Background: an optimization exercise with open tools, aiming at small area, a short achievable clock period and few clock cycles per item. Do not read the settings as production practice. Where RTL was checked, it was by simulation tests only, not by an equivalence proof against the original. Power is estimated from default activity; no workload was simulated.

==> flow/design.v (excerpt) <==
module edge_period_tachometer #(
	parameter int CHANNELS      = 2,
	parameter int CAPTURE_BITS  = 16,
	parameter int OVERFLOW_BITS = 8
) (
	input  wire                                 clk,
	input  wire                                 arst_n,
	input  wire                                 psel,
	input  wire                                 penable,
	input  wire                                 pwrite,
	input  wire  [etach_pkg::PADDR_W-1:0]       paddr,
	input  wire  [etach_pkg::PDATA_W-1:0]       pwdata,
	output logic [etach_pkg::PDATA_W-1:0]       prdata,
	output logic                                pready,
	input  wire                                 in_valid,
	output logic                                in_ready,
	input  wire                                 operation,
	input  wire                                 channel,
	input  wire  [CAPTURE_BITS-1:0]             capture,
	output logic                                out_valid,
	input  wire                                 out_ready,
	output logic                                result_channel,
	output logic [etach_pkg::REV_W-1:0]         revolutions,
	output logic [etach_pkg::ELAPSED_W-1:0]     elapsed_ticks,
	output logic                                saturated
);
	logic [SPAN_W-1:0]        span_q;
	logic [RATE_W-1:0]        rate_q;
	logic [RATE_W-1:0]        rdata_q;
	logic                     cfg_wr;
	logic                     p_take;
	logic                     p_idle_next;
	logic                     f_meas;
  ...
Size in the first run: ~140 I/O pins.
==> flow/config.mk <==
export PLATFORM = sky130hd
export DESIGN_NAME = edge_period_tachometer
export DESIGN_NICKNAME = edge_period_tachometer
export VERILOG_FILES = /design/flow/design.v
export SDC_FILE = /design/flow/constraint.sdc
export NUM_CORES = 4
export LEC_CHECK = 0
export CAP_MARGIN = 20
export CORE_MARGIN = 2
export CORE_UTILIZATION = 55
export CTS_BUF_LIST = sky130_fd_sc_hd__clkbuf_16
export CTS_CLUSTER_DIAMETER = 80
export CTS_CLUSTER_SIZE = 25
export SETUP_SLACK_MARGIN = 4.0
export SLEW_MARGIN = 20
==> flow/constraint.sdc <==
create_clock -name core_clock -period 7.0 [get_ports {clk}]
set_input_delay 1.4000 -clock core_clock [delete_from_list [all_inputs] [get_ports {clk}]]
set_output_delay 1.4000 -clock core_clock [all_outputs]
set_load 0.01 [all_outputs]
standard.sh (not shown) runs the stock make flow with config.mk's settings and CLKGATE_MAP_FILE= SYNTH_SCRIPT=/design/flow/synth_recipe.tcl, a recipe that flattens the netlist after the stock synthesis.
==> flow/flow/run.sh <==
#!/bin/bash
# The standard layout, with plain buffers on the ports instead of the
# delay buffers buffer_ports picks by default.
set -euo pipefail
export BUFFER_PORTS_ARGS="-buffer_cell sky130_fd_sc_hd__buf_1"
bash standard.sh > standard_flow.log 2>&1
Change:
--- a/flow/design.v
+++ b/flow/design.v
@@ -241,31 +241,22 @@
 			end else if (p_norm) begin
 				p_mul_q  <= 1'b0;
 				p_rdy_q  <= 1'b1;
 			end
 		end
 	end
-	logic             p_add;
-	logic [ACC_W-1:0] p_b;
-	logic [ACC_W-1:0] p_sum;
-	assign p_add = p_mul_q && (p_ovf_q != '0);
-	assign p_b   = p_add ? (p_ovf_q[0] ? ACC_W'(p_sp_q) : ACC_W'(0))
-	                     : ACC_W'({p_acc_q[19:0], 1'b0});
-	assign p_sum = p_acc_q + p_b;
 	always_ff @(posedge clk) begin
 		if (p_load) begin
 			p_ch_q  <= m_channel;
 			p_sat_q <= m_ovf_sat;
 			p_acc_q <= {{(ACC_W-CAPTURE_BITS-1){m_diff[CAPTURE_BITS]}}, m_diff};
 			p_sp_q  <= SP_W'(counter_span);
 			p_ovf_q <= m_ovf;
 		end else begin
-			if (p_add) begin
-				p_acc_q <= p_sum;
-			end
-			p_sp_q  <= p_add ? (p_sp_q << 1) : SP_W'(p_sum);
+			p_acc_q <= p_acc_q + (p_ovf_q[0] ? ACC_W'(p_sp_q) : ACC_W'(0));
+			p_sp_q  <= p_sp_q << 1;
 			p_ovf_q <= p_ovf_q >> 1;
 		end
 		p_m_q    <= n_m;
 		p_zero_q <= n_zero;
 		p_one_q  <= n_one;
 		p_big_q  <= n_big;
@@ -368,13 +359,13 @@
 	end
 	always_ff @(posedge clk) begin
 		if (d_load) begin
 			d_ch_q  <= p_ch_q;
 			d_sat_q <= p_sat_q || p_big_q || p_zero_q || (p_one_q && rbig_q);
 			d_t_q   <= h_t;
-			d_t3_q  <= p_sp_q[21:0];
+			d_t3_q  <= 22'(p_acc_q[19:0]) + {1'b0, p_acc_q[19:0], 1'b0};
 			d_qp_q  <= h_qp;
 		end else if (d_run_q) begin
 			d_qp_q  <= s_qp;
 		end
 		if (d_load_s) begin
 			d_rem_q <= h_rem;
Effect:
- The changed run completed without violations
- global-route usage drops by 2.5 points
- cell count grows slightly
- combinational power drops by a few percent
- power goes down slightly
- hold slack barely changes
- design area is lower by a few percent
- register-to-register slack is better by 0.58 ns
- wire length came out lower by a few percent
- flip-flop and latch count is unchanged
Testbench counts after the change, summed over its fixed seeds: cycles 39,140, items 8,529.
For the first run of this note, only the layout was checked, not whether the RTL still works.

-- re-timing with driven ports --
Ports are ideal in the flow. The routed layouts listed here were re-timed in OpenROAD. Step 1, drivers: a clkbuf_16 drives clk and a buf_2 each remaining input, both assumed. Step 2, shift: input delay + t, output delay - t, t = (earliest + latest rising clock arrival at the registers) / 2. This alone moves slack from input paths to output paths. Slacks: ideal / step 1 / step 2; pairs: ideal / step 1.
run | shift t [ns] | slack for setup (ns) | worst hold slack (ns) | latest minus earliest clock arrival (ns)
the first run | 0.625 | 3.350 / 3.350 / 3.350 | 0.430 / 0.430 / 0.430 | 0.023 / 0.023
the second run | 0.615 | 3.930 / 3.930 / 3.497 | 0.428 / 0.428 / 0.428 | 0.030 / 0.030
After both steps every run listed still meets setup and hold. The setup slack of the second run, which loses most, moves by 0.000 ns with the drivers and by -0.433 ns with both steps.
